What follows belongs to an exercise in optimizing a design on an open flow for small area and few clock cycles; a production flow would make more cautious choices. In this exercise RTL edits were held to simulation tests only and were not proved equivalent to the original. Power figures rest on the tool's default switching activity, not on a simulated workload.

## run 1
==> module vlc_device_association_fsm, before the edit <==
module vlc_device_association_fsm (
    input  wire logic         i_clk,
    input  wire logic         i_rst_n,
    input  wire logic         i_in_valid,
    output wire logic         i_in_ready,
    input  wire logic [178:0] i_in_data,
    output wire logic         o_out_valid,
    input  wire logic         o_out_ready,
    output wire logic [174:0] o_out_data,
    input  wire logic         i_cfg_we,
    input  wire logic [1:0]   i_cfg_idx,
    input  wire logic [23:0]  i_cfg_data
);
    wire [2:0]  w_cmd     = i_in_data[178:176];
    wire [7:0]  w_channel = i_in_data[175:168];
    wire [15:0] w_net_id  = i_in_data[167:152];
    wire [63:0] w_coord   = i_in_data[151:88];
    wire [1:0]  w_tx      = i_in_data[85:84];
    wire        w_ackp    = i_in_data[83];
    wire        w_listed  = i_in_data[82];
    wire [1:0]  w_rs      = i_in_data[81:80];
    wire [15:0] w_rsa     = i_in_data[79:64];
    wire [63:0] w_rce     = i_in_data[63:0];
    localparam logic [3:0] PH_IDLE      = 4'd0;
    localparam logic [3:0] PH_TX_REQ    = 4'd2;
    localparam logic [3:0] PH_BEACON    = 4'd3;
    localparam logic [3:0] PH_POLL      = 4'd1;
    localparam logic [3:0] PH_TX_DATA   = 4'd6;
    localparam logic [3:0] PH_RX_GRANT  = 4'd7;
    localparam logic [3:0] PH_RESP      = 4'd5;
    localparam logic [3:0] PH_ACK_GRANT = 4'd4;
    localparam logic [3:0] PH_TX_ACK    = 4'd12;
    logic [3:0]  r_phase;
    logic [7:0]  r_channel;    
    logic [15:0] r_net_id;     
    logic [63:0] r_coord;      
    logic [23:0] r_share;
    wire  [23:0] r_remain = r_share;
    wire  [15:0] r_given  = r_share[15:0];
    wire         r_denied = r_share[16];
    logic [63:0] r_ext;        
    logic        r_ext_ok;
    logic        r_track;
    logic [23:0] r_bwait;
    logic [23:0] r_pwait;
    wire w_acc = i_in_valid & o_out_ready;
    assign i_in_ready  = o_out_ready;
    assign o_out_valid = i_in_valid;
    wire p_idle  = (r_phase == PH_IDLE);
    wire p_txreq = (r_phase == PH_TX_REQ);
    wire p_bcn   = (r_phase == PH_BEACON);
    wire p_poll  = (r_phase == PH_POLL);
    wire p_txdat = (r_phase == PH_TX_DATA);
    wire p_rxg   = (r_phase == PH_RX_GRANT);
    wire p_resp  = (r_phase == PH_RESP);
    wire p_ackg  = (r_phase == PH_ACK_GRANT);
    wire p_txack = (r_phase == PH_TX_ACK);
    wire w_hit   = ~|r_remain[23:1];
    wire w_succ  = (w_tx == 2'd0);
    wire [2:0] w_failc = (w_tx == 2'd1) ? 3'd1 : 3'd2;
    wire w_resp_ok = (w_rs == 2'd0);
    logic [3:0] n_phase;
    logic [2:0] n_action;
    logic       fin;
    logic [2:0] fin_st;
    logic       fill;
    always_comb begin
        n_phase  = r_phase;
        n_action = 3'd0;
        fin      = 1'b0;
        fin_st   = 3'd0;
        fill     = 1'b0;
        case (w_cmd)
            3'd0: if (p_idle) begin
                n_phase = PH_TX_REQ; n_action = 3'd1; fill = 1'b1;
            end
            3'd1: begin
                if (p_txreq) begin
                    if (w_succ) n_phase = r_track ? PH_BEACON : PH_POLL;
                    else begin fin = 1'b1; fin_st = w_failc; end
                end else if (p_txdat) begin
                    if (!w_succ) begin fin = 1'b1; fin_st = w_failc; end
                    else if (w_ackp) begin n_phase = PH_RX_GRANT; n_action = 3'd3; fill = 1'b1; end
                    else begin fin = 1'b1; fin_st = 3'd3; end
                end else if (p_txack) begin
                    fin = 1'b1; fin_st = r_denied ? 3'd4 : 3'd0;
                end
            end
            3'd2: if (p_bcn && w_listed) begin
                n_phase = PH_TX_DATA; n_action = 3'd2; fill = 1'b1;
            end
            3'd3: begin
                if (p_rxg) n_phase = PH_RESP;
                else if (p_ackg) begin n_phase = PH_TX_ACK; n_action = 3'd5; fill = 1'b1; end
            end
            3'd4: if (p_resp) begin
                n_phase = PH_ACK_GRANT; n_action = 3'd4; fill = 1'b1;
            end
            3'd5: begin
                if (p_bcn) begin
                    if (w_hit) begin fin = 1'b1; fin_st = 3'd3; end
                end else if (p_poll) begin
                    if (w_hit) begin n_phase = PH_TX_DATA; n_action = 3'd2; fill = 1'b1; end
                end
            end
            default: ;
        endcase
        if (fin) begin
            n_action = 3'd6;
            n_phase  = PH_IDLE;
            if (fin_st == 3'd0) fill = 1'b1;
        end
    end
    wire w_fin_ok = fin & (fin_st == 3'd0);
    wire w_ext_upd = i_in_valid & p_resp & (w_cmd == 3'd4) & w_resp_ok;
    wire [7:0]  d_channel = p_idle ? w_channel : r_channel;
    wire [15:0] d_net_id  = p_idle ? w_net_id  : r_net_id;
    wire [63:0] d_coord   = p_idle ? w_coord   : r_coord;
    wire        w_ext_hold = ~w_ext_upd & r_ext_ok;
    wire [63:0] d_ext     = ({64{w_ext_upd}} & w_rce) | ({64{w_ext_hold}} & r_ext);
    assign o_out_data = {n_action,
                         fill ? d_coord   : 64'd0,
                         fill ? d_net_id  : 16'd0,
                         fill ? d_channel : 8'd0,
                         fin ? fin_st : 3'd0,
                         w_fin_ok ? r_given : 16'hffff,
                         d_ext,
                         (n_phase != PH_IDLE)};
    always_ff @(posedge i_clk) begin
        r_channel <= d_channel;
        r_net_id  <= d_net_id;
        r_coord   <= d_coord;
    end
    always_ff @(posedge i_clk) begin
        r_ext_ok <= i_rst_n;
        r_ext    <= d_ext;
    end
    always_ff @(posedge i_clk) begin
        if (!i_rst_n) begin
            r_phase <= PH_IDLE;
        end else if (w_acc) begin
            r_phase <= n_phase;
        end
    end
    wire        s_bw  = p_txreq & r_track;
    wire        s_pw  = p_txreq & ~r_track;
    wire        w_tick_cnt = w_acc && w_cmd == 3'd5 && (p_bcn || p_poll);
    wire        s_dec  = w_tick_cnt;
    wire        s_hold = ~p_txreq & ~p_resp & ~w_tick_cnt;
    wire [23:0] w_dec = r_share - 24'd1;
    wire [23:0] d_share = ({24{s_bw}} & r_bwait) | ({24{s_pw}} & r_pwait)
                        | ({24{s_dec}} & w_dec) | ({24{s_hold}} & r_share)
                        | {7'd0, {17{p_resp}} & {~w_resp_ok, w_rsa}};
    always_ff @(posedge i_clk) begin
        r_share <= d_share;
    end
    wire        w_cfg_rst = ~i_rst_n;
    wire [23:0] w_cfg_d   = i_cfg_data & {24{i_rst_n}};
    wire        w_we_trk  = w_cfg_rst | (i_cfg_we && i_cfg_idx == 2'd0);
    wire        w_we_bw   = w_cfg_rst | (i_cfg_we && i_cfg_idx == 2'd1);
    wire        w_we_pw   = w_cfg_rst | (i_cfg_we && i_cfg_idx == 2'd2);
    always_ff @(posedge i_clk) begin
        if (w_we_trk) r_track <= w_cfg_d[0];
        if (w_we_bw)  r_bwait <= w_cfg_d | (w_cfg_rst ? 24'd32 : 24'd0);
        if (w_we_pw)  r_pwait <= w_cfg_d | (w_cfg_rst ? 24'd30720 : 24'd0);
    end
endmodule
clock: 6.0 ns
lec_check: 0
cap_margin: 20
core_margin: 2
core_utilization: 40
slew_margin: 20
standard.sh (not shown) runs the stock make flow with config.mk's settings and CLKGATE_MAP_FILE= SYNTH_SCRIPT=/design/flow/synth_recipe.tcl, a recipe that flattens the netlist after the stock synthesis.
==> flow/flow/run.sh <==
#!/bin/bash
# The standard layout with three changes:
#  - synthesis maps the logic with an area-recovering ABC script
#    (flow/abc_map.script in place of ORFS's abc_speed.script; everything
#    else in synthesis, registers included, is the standard synthesis);
#  - plain buf_1 cells as the port buffers;
#  - a clock tree of clkbuf_4 cells (clkbuf_8 root) without dummy loads.
set -euo pipefail
export BUFFER_PORTS_ARGS="-buffer_cell sky130_fd_sc_hd__buf_1"
export CTS_ARGS="-sink_clustering_enable -repair_clock_nets -dont_use_dummy_load -buf_list sky130_fd_sc_hd__clkbuf_4 -root_buf sky130_fd_sc_hd__clkbuf_8 -sink_clustering_size 10 -sink_clustering_max_diameter 50"
rm -rf scripts_abc
cp -r "$FLOW_HOME/scripts" scripts_abc
cp flow/abc_map.script scripts_abc/abc_speed.script
SCRIPTS_DIR="$PWD/scripts_abc" bash standard.sh synth > synth.log 2>&1
bash standard.sh > standard.log 2>&1
==> flow/flow/abc_map.script <==
&get -n
&st
&dch
&nf -a -R 1000
&st
&dch
&nf -a -R 1000
&st
&dch
&nf -a -R 1000
&st
&dch
&nf -a -R 1000
&put
topo
stime -c
dnsize -c
Run 1: PASS, flow complete, no timing, DRC or antenna violations
Testbench counts of run 1, summed over its fixed seeds: cycles 28,281.
Input changes introduced in run 2 (baseline for comparison: run 1):
--- a/flow/design.v
+++ b/flow/design.v
@@ -238,12 +238,19 @@
     wire        w_cfg_rst = ~i_rst_n;
     wire [23:0] w_cfg_d   = i_cfg_data & {24{i_rst_n}};
     wire        w_we_trk  = w_cfg_rst | (i_cfg_we && i_cfg_idx == 2'd0);
     wire        w_we_bw   = w_cfg_rst | (i_cfg_we && i_cfg_idx == 2'd1);
     wire        w_we_pw   = w_cfg_rst | (i_cfg_we && i_cfg_idx == 2'd2);
+    wire        w_keep    = i_rst_n & ~i_cfg_we;
+    wire        w_keep_bw = w_keep | (i_rst_n & (i_cfg_idx != 2'd1));
+    wire        w_keep_pw = w_keep | (i_rst_n & (i_cfg_idx != 2'd2));
+    wire [23:0] d_bwait = ({24{w_we_bw}} & (w_cfg_d | (w_cfg_rst ? 24'd32 : 24'd0)))
+                        | ({24{w_keep_bw}} & r_bwait);
+    wire [23:0] d_pwait = ({24{w_we_pw}} & (w_cfg_d | (w_cfg_rst ? 24'd30720 : 24'd0)))
+                        | ({24{w_keep_pw}} & r_pwait);
     always_ff @(posedge i_clk) begin
         if (w_we_trk) r_track <= w_cfg_d[0];
-        if (w_we_bw)  r_bwait <= w_cfg_d | (w_cfg_rst ? 24'd32 : 24'd0);
-        if (w_we_pw)  r_pwait <= w_cfg_d | (w_cfg_rst ? 24'd30720 : 24'd0);
+        r_bwait <= d_bwait;
+        r_pwait <= d_pwait;
     end
 endmodule
 `default_nettype wire
### Flow results
- For detailed-route wire length per cell, run 1 and run 2 come out practically identical.
- Run 2 ends up with a number of cells on the worst reg-to-reg path that is 2 higher than in run 1.
- Number of ordinary and repair buffers in the finished layout is lower on run 1
- Run 2 gives more delay of the slowest cell on the worst path than run 1 did.
- Run 2 ends up with a area fraction of clock buffers and clock inverters that is 0.17 points higher than in run 1.
- Cell count, run 2 vs run 1: up by a few percent
- [compare] base=run 1 new=run 2: detailed-route via count moved up, die area moved down, total placed instance area moved down, synthesized cell count moved up.
- Cmp run 1 and run 2 / reported net switching power / higher: run 1
- On post-route cell area, run 1 loses to run 2.
Testbench counts of run 2, summed over its fixed seeds: cycles 28,281.

[static timing again, ports no longer ideal]
The results above use ideal ports. As a check the final layouts listed here were re-extracted and re-timed, cells and wires unchanged.
Step 1, drivers: a clkbuf_16 drives i_clk and a buf_2 each remaining input, both assumed.
Step 2 times the ports against the registers' clock, not the clock port: input delays grow and output delays shrink by t, the midpoint of the rising clock arrivals with the driver on.
Slacks: ideal ports / drivers / drivers and shift; pairs: ideal ports / drivers.
run	shift t [ns]	setup slack, ns	worst hold slack (ns)	worst register clock-pin slew, ns	worst slew at a driven data input, ns
run 1	0.559	0.419 / 0.378 / 0.937	0.447 / 0.447 / 0.447	0.11 / 0.11	0.10
run 2	0.587	0.893 / 0.847 / 0.983	0.460 / 0.460 / 0.460	0.12 / 0.12	0.09
After both steps every run listed still meets setup and hold.
